This design comes from an exercise in tuning for a short achievable clock period and few clock cycles on the open sky130 flow, not from production work. At most, simulation tests tie the RTL to the original design; equivalence was not proved.

==> sierra: inputs <==
## dcache
module dcache (
  input  logic              CLK,
  input  logic              rst,
  input  logic              halt,
  input  logic              dmem_ren,
  input  logic              dmem_wen,
  input  dcache_pkg::addr_t dmem_addr,
  input  dcache_pkg::word_t dmem_store,
  output logic              dhit,
  output logic              flushed,
  output dcache_pkg::word_t dmem_load,
  output logic              dread,
  output logic              dwrite,
  output dcache_pkg::addr_t daddr,
  output dcache_pkg::word_t dstore,
  input  logic              dwait,
  input  dcache_pkg::word_t dload
);
  localparam int NS          = 8;
  localparam int NE          = 2 * NS;              
  localparam int TW          = 26;
  localparam int NWB         = 8;                   
  localparam int WB_HI       = 6;                   
  localparam bit STORE_FAST  = 1'b1;                
  localparam bit LOAD_BYPASS = 1'b1;                
  localparam logic [1:0] SRC_FETCH = 2'd0;
  localparam logic [1:0] SRC_WB    = 2'd1;
  localparam logic [1:0] SRC_CLEAN = 2'd2;
  localparam logic [1:0] SRC_CNT   = 2'd3;
  logic [NE-1:0]             valid_q;
  logic [NE-1:0][TW-1:0]     tag_q;
  logic [NE-1:0][1:0]        pres_q;      
  logic [NE-1:0][1:0]        dirty_q;     
  logic [NE-1:0][1:0][31:0]  data_q;
  logic [NS-1:0]             lru_q;       
  logic [NWB-1:0]            wv_q;
  logic [NWB-1:0][28:0]      wa_q;        
  ...
clock: 7.5 ns
lec_check: 0
abc_clock_period_in_ps: 2500
cap_margin: 20
core_margin: 2
core_utilization: 40
setup_slack_margin: 4.5
slew_margin: 20
run.sh (not shown) runs the stock make flow with config.mk's settings and CLKGATE_MAP_FILE= SYNTH_SCRIPT=/design/flow/synth_recipe.tcl, a recipe that flattens the netlist after the stock synthesis.
==> yarrow: changes against sierra <==
--- a/flow/design.v
+++ b/flow/design.v
@@ -39,10 +39,11 @@
   localparam int NS          = 8;
   localparam int NE          = 2 * NS;              
   localparam int TW          = 26;
   localparam int NWB         = 8;                   
   localparam int WB_HI       = 6;                   
+  localparam int WCW         = 4;                   
   localparam bit STORE_FAST  = 1'b1;                
   localparam bit LOAD_BYPASS = 1'b1;                
   localparam logic [1:0] SRC_FETCH = 2'd0;
   localparam logic [1:0] SRC_WB    = 2'd1;
   localparam logic [1:0] SRC_CLEAN = 2'd2;
@@ -69,10 +70,13 @@
   logic [31:0]               pdat_q;
   logic [NE-1:0]             pe_q;
   logic                      pk_q;
   logic [NWB-1:0]            ps_q;
   logic                      cnt_sent_q;
+  logic [NE-1:0][1:0]        xf_q;        
+  logic [NE-1:0][1:0]        xc_q;        
+  logic [NWB-1:0][1:0]       xw_q;        
   logic                      cand_v_q;
   logic                      cand_rd_q;
   logic [1:0]                cand_src_q;
   logic [29:0]               cand_a_q;
   logic [31:0]               cand_d_q;
@@ -83,10 +87,11 @@
   logic [NE-1:0]             acc_e_q;
   logic                      rdy_q;       
   logic [31:0]               ld_q;
   logic                      fwd_arm_q;   
   dcache_pkg::hit_cnt_t      hit_cnt_q;
+  logic                      cnt_inc_q;   
   logic                      flushed_q;
   logic                      halted_q;    
   dcache_pkg::tag_t rtag;
   dcache_pkg::idx_t rset;
   logic             roff;
@@ -115,10 +120,11 @@
   assign hit      = |match;
   assign hit_pres = |(match & pres_k);
   assign hw       = |(match & {NS{2'b10}});
   assign vw       = |(rdec & vw_s);
   assign tsel     = match | (hit ? '0 : vsel);
+  logic [NE-1:0]     c_e;
   logic [1:0]        vdirty, vpres;
   logic [TW-1:0]     vtag;
   logic [1:0][31:0]  vdata;
   always_comb begin
     vdirty = '0;
@@ -128,12 +134,12 @@
     for (int e = 0; e < NE; e++) begin
       if (vsel[e]) begin
         vdirty = vdirty | dirty_q[e];
         vpres  = vpres | pres_q[e];
         vtag   = vtag | tag_q[e];
-        vdata  = vdata | data_q[e];
       end
+      if (hlt ? c_e[e] : vsel[e]) vdata = vdata | data_q[e];
     end
   end
   logic [NWB-1:0]    wbm, fs;
   logic              wbhit, wb_full;
   logic [1:0]        wsel_d, wsel_p;
@@ -168,21 +174,20 @@
   assign push      = alloc && (vdirty != 2'b00);
   logic comp, comp_ok, free;
   assign comp    = pv_q && !dwait;               
   assign comp_ok = comp && pwant_q;
   assign free    = !pv_q || !dwait;              
-  logic fl_fetch, fl_wb, fl_clean;
-  assign fl_fetch = pv_q && pwant_q && (psrc_q == SRC_FETCH);
-  assign fl_wb    = pv_q && pwant_q && (psrc_q == SRC_WB);
-  assign fl_clean = pv_q && pwant_q && (psrc_q == SRC_CLEAN);
+  logic [NE-1:0] xf_k;
+  always_comb begin
+    for (int e = 0; e < NE; e++) xf_k[e] = roff ? xf_q[e][1] : xf_q[e][0];
+  end
   logic first_fl, arrive, first_inflight;
-  assign first_fl       = fl_fetch && (pk_q == roff) && (|(pe_q & match));
+  assign first_fl       = pwant_q && (|(xf_k & match));
   assign arrive         = first_fl && !dwait;
   assign first_inflight = first_fl && dwait;
   logic acc_fl, acc_arrive, acc_inflight, acc_pres, fwd;
-  logic [31:0] acc_data;
-  assign acc_fl       = acc_q && fl_fetch && (pk_q == roff) && (|(pe_q & acc_e_q));
+  assign acc_fl       = acc_q && pwant_q && (|(xf_k & acc_e_q));
   assign acc_arrive   = acc_fl && !dwait;
   assign acc_inflight = acc_fl && dwait;
   assign acc_pres     = |(acc_e_q & pres_k);
   assign fwd          = LOAD_BYPASS && fwd_arm_q && !dwait;
   assign dhit      = !halt && ((STORE_FAST && dmem_wen && okst_q) || rdy_q || fwd);
@@ -194,42 +199,42 @@
   assign dstore    = pdat_q;
   logic [31:0] way_data, d0, d1;
   always_comb begin
     d0       = '0;
     d1       = '0;
-    acc_data = '0;
     for (int s = 0; s < NS; s++) begin
       if (rdec[s]) begin
         d0 = d0 | data_q[2*s][roff];
         d1 = d1 | data_q[2*s+1][roff];
       end
     end
     for (int e = 0; e < NE; e++) begin
-      if (acc_e_q[e]) acc_data = acc_data | data_q[e][roff];
     end
   end
   assign way_data = hw ? d1 : d0;
   logic          demand_c, demand_r, demand;
   logic [NE-1:0] dem_e;
-  assign demand_c = first && dmem_ren && !hit_pres && !first_fl && (hit || (vok && !wbhit));
+  logic ldsel;
+  assign ldsel    = (first && dmem_ren && vok) || (acc_q && !acc_pres && !acc_fl);
+  assign demand_c = first && dmem_ren && vok && !hit_pres && !first_fl && (hit || !wbhit);
   assign demand_r = acc_q && !acc_pres && !acc_fl;
   assign demand   = free && (demand_c || demand_r);
   assign dem_e    = acc_q ? acc_e_q : tsel;
   logic [NE-1:0][1:0]  f_need, c_need;
   logic [NWB-1:0][1:0] w_need;
-  logic [NE-1:0]       f_e, c_e;
+  logic [NE-1:0]       f_e;
   logic [NWB-1:0]      w_s;
   always_comb begin
     for (int e = 0; e < NE; e++) begin
       for (int k = 0; k < 2; k++) begin
-        f_need[e][k] = valid_q[e] && !pres_q[e][k] && !(fl_fetch && pe_q[e] && (pk_q == 1'(k)));
-        c_need[e][k] = dirty_q[e][k] && !(fl_clean && pe_q[e] && (pk_q == 1'(k)));
+        f_need[e][k] = valid_q[e] && !pres_q[e][k] && !xf_q[e][k];
+        c_need[e][k] = dirty_q[e][k] && !xc_q[e][k];
       end
     end
     for (int n = 0; n < NWB; n++) begin
       for (int k = 0; k < 2; k++) begin
-        w_need[n][k] = wv_q[n] && wd_q[n][k] && !(fl_wb && ps_q[n] && (pk_q == 1'(k)));
+        w_need[n][k] = wv_q[n] && wd_q[n][k] && !xw_q[n][k];
       end
     end
     for (int e = 0; e < NE; e++) begin
       f_e[e] = |f_need[e];
       c_e[e] = |c_need[e];
@@ -273,23 +278,20 @@
         ck    = ck | !c_need[e][0];
         c_tag = c_tag | tag_q[e];
         c_set = c_set | 3'(e / 2);
       end
     end
-    c_dat = '0;
-    for (int e = 0; e < NE; e++) begin
-      if (c_e[e]) c_dat = c_dat | data_q[e][ck];
-    end
+    c_dat = ck ? vdata[1] : vdata[0];
     for (int n = 0; n < NWB; n++) begin
       if (w_s[n]) begin
         bk    = bk | !w_need[n][0];
         w_blk = w_blk | wa_q[n];
       end
     end
     w_dat = '0;
     for (int n = 0; n < NWB; n++) begin
-      if (w_s[n]) w_dat = w_dat | wdat_q[n][bk];
+      if (w_s[n]) w_dat = w_dat | (w_need[n][0] ? wdat_q[n][0] : wdat_q[n][1]);
     end
   end
   logic          bg_go, bg_rd;
   logic [1:0]    bg_src;
   logic [29:0]   bg_a;
@@ -317,11 +319,11 @@
       bg_go  = 1'b1;
       bg_src = SRC_CLEAN;
       bg_a   = {c_tag, c_set, ck};
       bg_e   = c_e;
       bg_k   = ck;
-    end else if (hlt && !cnt_sent_q && !acc_q) begin
+    end else if (halted_q && !cnt_sent_q && !acc_q && !cnt_inc_q) begin
       bg_go  = 1'b1;
       bg_src = SRC_CNT;
       bg_a   = 32'h3100 >> 2;
       bg_d   = hit_cnt_q;
     end
@@ -334,30 +336,35 @@
       if (accept_st && (|(e & tsel)) && (k == roff)) killed = 1'b1;
     end
     if ((src == SRC_WB) && reclaim && (|(s & wbm))) killed = 1'b1;
   endfunction
   logic start;
-  assign start = free && !demand && cand_v_q && !(hlt && (cand_src_q == SRC_FETCH)) &&
+  assign start = free && !ldsel && cand_v_q && !(hlt && (cand_src_q == SRC_FETCH)) &&
                  !killed(cand_src_q, cand_e_q, cand_k_q, cand_s_q);
-  logic [NE-1:0][1:0] st_w, fl_w, cl_w;
+  logic [NE-1:0][1:0] st_w, fl_w, cl_w, d_st, d_fl, fl_ok;
   logic [NE-1:0]      al_e;
   always_comb begin
     for (int e = 0; e < NE; e++) begin
       al_e[e] = alloc && vsel[e];
       for (int k = 0; k < 2; k++) begin
         st_w[e][k] = accept_st && tsel[e] && (roff == 1'(k));
-        fl_w[e][k] = comp_ok && (psrc_q == SRC_FETCH) && pe_q[e] && (pk_q == 1'(k));
-        cl_w[e][k] = comp_ok && (psrc_q == SRC_CLEAN) && pe_q[e] && (pk_q == 1'(k));
+        fl_w[e][k] = comp_ok && xf_q[e][k];
+        cl_w[e][k] = comp_ok && xc_q[e][k];
+        d_st[e][k]  = first && dmem_wen && rdec[e/2] && (roff == 1'(k));
+        d_fl[e][k]  = fl_w[e][k] && !(first && vsel[e]);
+        fl_ok[e][k] = d_fl[e][k] && !d_st[e][k];
       end
     end
   end
-  logic [1:0] wb_pop;    
-  assign wb_pop = {comp_ok && (psrc_q == SRC_WB) && pk_q, comp_ok && (psrc_q == SRC_WB) && !pk_q};
-  logic [$clog2(NWB+1)-1:0] wb_cnt;
+  logic [NWB-1:0][1:0] wb_pop;    
+  always_comb begin
+    for (int n = 0; n < NWB; n++) wb_pop[n] = comp_ok ? xw_q[n] : 2'b00;
+  end
+  logic [WCW-1:0] wb_cnt;
   always_comb begin
     wb_cnt = '0;
-    for (int n = 0; n < NWB; n++) wb_cnt = wb_cnt + ($clog2(NWB+1))'(wv_q[n]);
+    for (int n = 0; n < NWB; n++) wb_cnt = wb_cnt + (WCW)'(wv_q[n]);
   end
   always_ff @(posedge CLK) begin
     if (rst) begin
       valid_q    <= '0;
       dirty_q    <= '0;
@@ -369,14 +376,18 @@
       dread_q    <= 1'b0;
       dwrite_q   <= 1'b0;
       pwant_q    <= 1'b0;
       cnt_sent_q <= 1'b0;
       cand_v_q   <= 1'b0;
+      xf_q       <= '0;
+      xc_q       <= '0;
+      xw_q       <= '0;
       acc_q      <= 1'b0;
       rdy_q      <= 1'b0;
       fwd_arm_q  <= 1'b0;
       hit_cnt_q  <= 32'h0000_0000;
+      cnt_inc_q  <= 1'b0;
       flushed_q  <= 1'b0;
       halted_q   <= 1'b0;
     end else begin
       if (halt) halted_q <= 1'b1;
       for (int e = 0; e < NE; e++) begin
@@ -388,26 +399,44 @@
         end
       end
       for (int s = 0; s < NS; s++) begin
         if (accept && rdec[s]) lru_q[s] <= hit ? !hw : !vw;
       end
-      if (accept && hit) hit_cnt_q <= hit_cnt_q + 1'b1;
+      cnt_inc_q <= accept && hit;
+      if (cnt_inc_q) hit_cnt_q <= hit_cnt_q + 1'b1;
       for (int n = 0; n < NWB; n++) begin
         if (push && fs[n])                                       wv_q[n] <= 1'b1;
         else if (reclaim && wbm[n])                              wv_q[n] <= 1'b0;
-        else if (ps_q[n] && (|wb_pop) && !(|(wd_q[n] & ~wb_pop))) wv_q[n] <= 1'b0;
+        else if ((|wb_pop[n]) && !(|(wd_q[n] & ~wb_pop[n])))    wv_q[n] <= 1'b0;
       end
       urg_q  <= (32'(wb_cnt) >= WB_HI);
       okst_q <= !hlt && (32'(wb_cnt) <= NWB - 2);
       if (demand || start) begin
         pv_q       <= 1'b1;
         dread_q    <= demand || cand_rd_q;
         dwrite_q   <= !(demand || cand_rd_q);
         pwant_q    <= 1'b1;
         if (!demand && (cand_src_q == SRC_CNT)) cnt_sent_q <= 1'b1;
+        for (int e = 0; e < NE; e++) begin
+          for (int k = 0; k < 2; k++) begin
+            xf_q[e][k] <= demand ? (dem_e[e] && (roff == 1'(k)))
+                                 : ((cand_src_q == SRC_FETCH) && cand_e_q[e] && (cand_k_q == 1'(k)));
+            xc_q[e][k] <= !demand && (cand_src_q == SRC_CLEAN) && cand_e_q[e] && (cand_k_q == 1'(k));
+          end
+        end
+        for (int n = 0; n < NWB; n++) begin
+          for (int k = 0; k < 2; k++) begin
+            xw_q[n][k] <= !demand && (cand_src_q == SRC_WB) && cand_s_q[n] && (cand_k_q == 1'(k));
+          end
+        end
       end else begin
         if (comp) begin
+          xf_q <= '0;
+          xc_q <= '0;
+          xw_q <= '0;
+        end
+        if (comp) begin
           pv_q     <= 1'b0;
           dread_q  <= 1'b0;
           dwrite_q <= 1'b0;
         end
         pwant_q <= pwant_q && !killed(psrc_q, pe_q, pk_q, ps_q);
@@ -428,40 +457,39 @@
     for (int e = 0; e < NE; e++) begin
       if (al_e[e]) tag_q[e] <= rtag;
       for (int k = 0; k < 2; k++) begin
         if (st_w[e][k])      pres_q[e][k] <= 1'b1;
         else if (al_e[e])    pres_q[e][k] <= reclaim && wsel_p[k];
-        else if (fl_w[e][k]) pres_q[e][k] <= 1'b1;
-        if (st_w[e][k])                data_q[e][k] <= dmem_store;
-        else if (al_e[e] && reclaim)   data_q[e][k] <= wsel_dat[k];
-        else if (fl_w[e][k])           data_q[e][k] <= dload;
+        else if (fl_ok[e][k]) pres_q[e][k] <= 1'b1;
+        if (st_w[e][k] || (al_e[e] && reclaim) || fl_ok[e][k])
+          data_q[e][k] <= d_st[e][k] ? dmem_store : (d_fl[e][k] ? dload : wsel_dat[k]);
       end
     end
     for (int n = 0; n < NWB; n++) begin
-      if (push && fs[n]) begin
+      if (first && fs[n]) begin
         wa_q[n]   <= {vtag, rset};
         wd_q[n]   <= vdirty;
         wp_q[n]   <= vpres;
         wdat_q[n] <= vdata;
-      end else if (ps_q[n]) begin
-        wd_q[n] <= wd_q[n] & ~wb_pop;
+      end else begin
+        wd_q[n] <= wd_q[n] & ~wb_pop[n];
       end
     end
-    if (demand || start) begin
-      psrc_q <= demand ? SRC_FETCH : cand_src_q;
-      pa_q   <= demand ? dmem_addr[31:2] : cand_a_q;
+    if (free) begin
+      psrc_q <= ldsel ? SRC_FETCH : cand_src_q;
+      pa_q   <= ldsel ? dmem_addr[31:2] : cand_a_q;
       pdat_q <= cand_d_q;
-      pe_q   <= demand ? dem_e : cand_e_q;
-      pk_q   <= demand ? roff : cand_k_q;
+      pe_q   <= ldsel ? dem_e : cand_e_q;
+      pk_q   <= ldsel ? roff : cand_k_q;
       ps_q   <= cand_s_q;
     end
     cand_rd_q  <= bg_rd;
     cand_src_q <= bg_src;
     cand_a_q   <= bg_a;
     cand_d_q   <= bg_d;
     cand_e_q   <= bg_e;
     cand_k_q   <= bg_k;
     cand_s_q   <= w_s;
     if (accept_ld) acc_e_q <= tsel;
-    ld_q <= (arrive || acc_arrive) ? dload : (acc_q ? acc_data : way_data);
+    ld_q <= (arrive || acc_arrive) ? dload : way_data;
   end
 endmodule
--- a/flow/config.mk
+++ b/flow/config.mk
@@ -6,8 +6,10 @@
 export NUM_CORES = 4
 export LEC_CHECK = 0
 export ABC_CLOCK_PERIOD_IN_PS = 2500
 export CAP_MARGIN = 20
 export CORE_MARGIN = 2
-export CORE_UTILIZATION = 40
+export CORE_UTILIZATION = 25
+export GPL_ROUTABILITY_DRIVEN = 1
 export SETUP_SLACK_MARGIN = 4.5
 export SLEW_MARGIN = 20
+export TNS_END_PERCENT = 10
==> summary of the runs <==
- yarrow completed with no timing, DRC or antenna violations. sierra failed in 5_1_grt on GRT-0116.
- Of yarrow and sierra, sierra has the higher area after synthesis (gap 6.4%, measured against sierra).
- Synthesized cell count: sierra is higher than yarrow (13%).
==> figures <==
quantity	sierra	yarrow
Yosys top cell area share	44.7%	47.5%
Parity-gate share of the synthesized area counting xor and xnor cells	3.78%	3.99%
Horizontal die dimension	628 um	768 um
Portion of the post-synthesis area used by sequential elements	48.1%	52.4%
Simple-gate share of the synthesized area	10.8%	10.6%
EDFF count, synth	2321	2305
Unique masters post-synth	109	93
Count of buffers added by post-CTS timing repair for setup	1378	292
Per-instance average area after synthesis	10.3 sq um	10.9 sq um
Cell Area, Placed	169000 sq um	161000 sq um
Share of synthesized cell area in full adder, half adder and majority cells	0.0996%	0.106%
Seq cells post-synth	2584	2665
Status	did not finish	timing/DRC/antenna clean
Last stage reached	5_1_grt	-
Cells after synthesis	15100	13400
CTS sink count	2584	2665
Multiplexer fraction of the synthesized cell area	12.2%	12.4%
# rows	229	280
Testbench counts of yarrow, summed over its fixed seeds: cycles 30,891.
The RTL of sierra was laid out without a check of its function.

==> separate check: timing with driven ports <==
The flow's constraints put no driver on any port. The routed layout listed below was extracted and timed again, unchanged, in two steps.
Step 1 assumes that a clkbuf_16 drives the clock port and a buf_2 every other input.
Step 2 moves the port delays by t, midway between the first and last clock arrival at a register: inputs arrive t later, outputs are due t later. That takes back most of the time a late clock gives input paths.
Slacks: no drivers / after step 1 / after step 2; pairs: no drivers / after step 1.
run: yarrow
shift t [ns]: 1.130
slack for setup (ns): 3.000 / 2.841 / 1.711
worst hold slack (ns): 0.402 / 0.402 / 0.402
clock arrival spread, ns: 0.192 / 0.192
worst register clock-pin slew, ns: 0.07 / 0.07
After both steps yarrow still meets setup and hold. For yarrow, drivers alone change the setup slack by -0.159 ns; drivers and shift together by -1.289 ns.
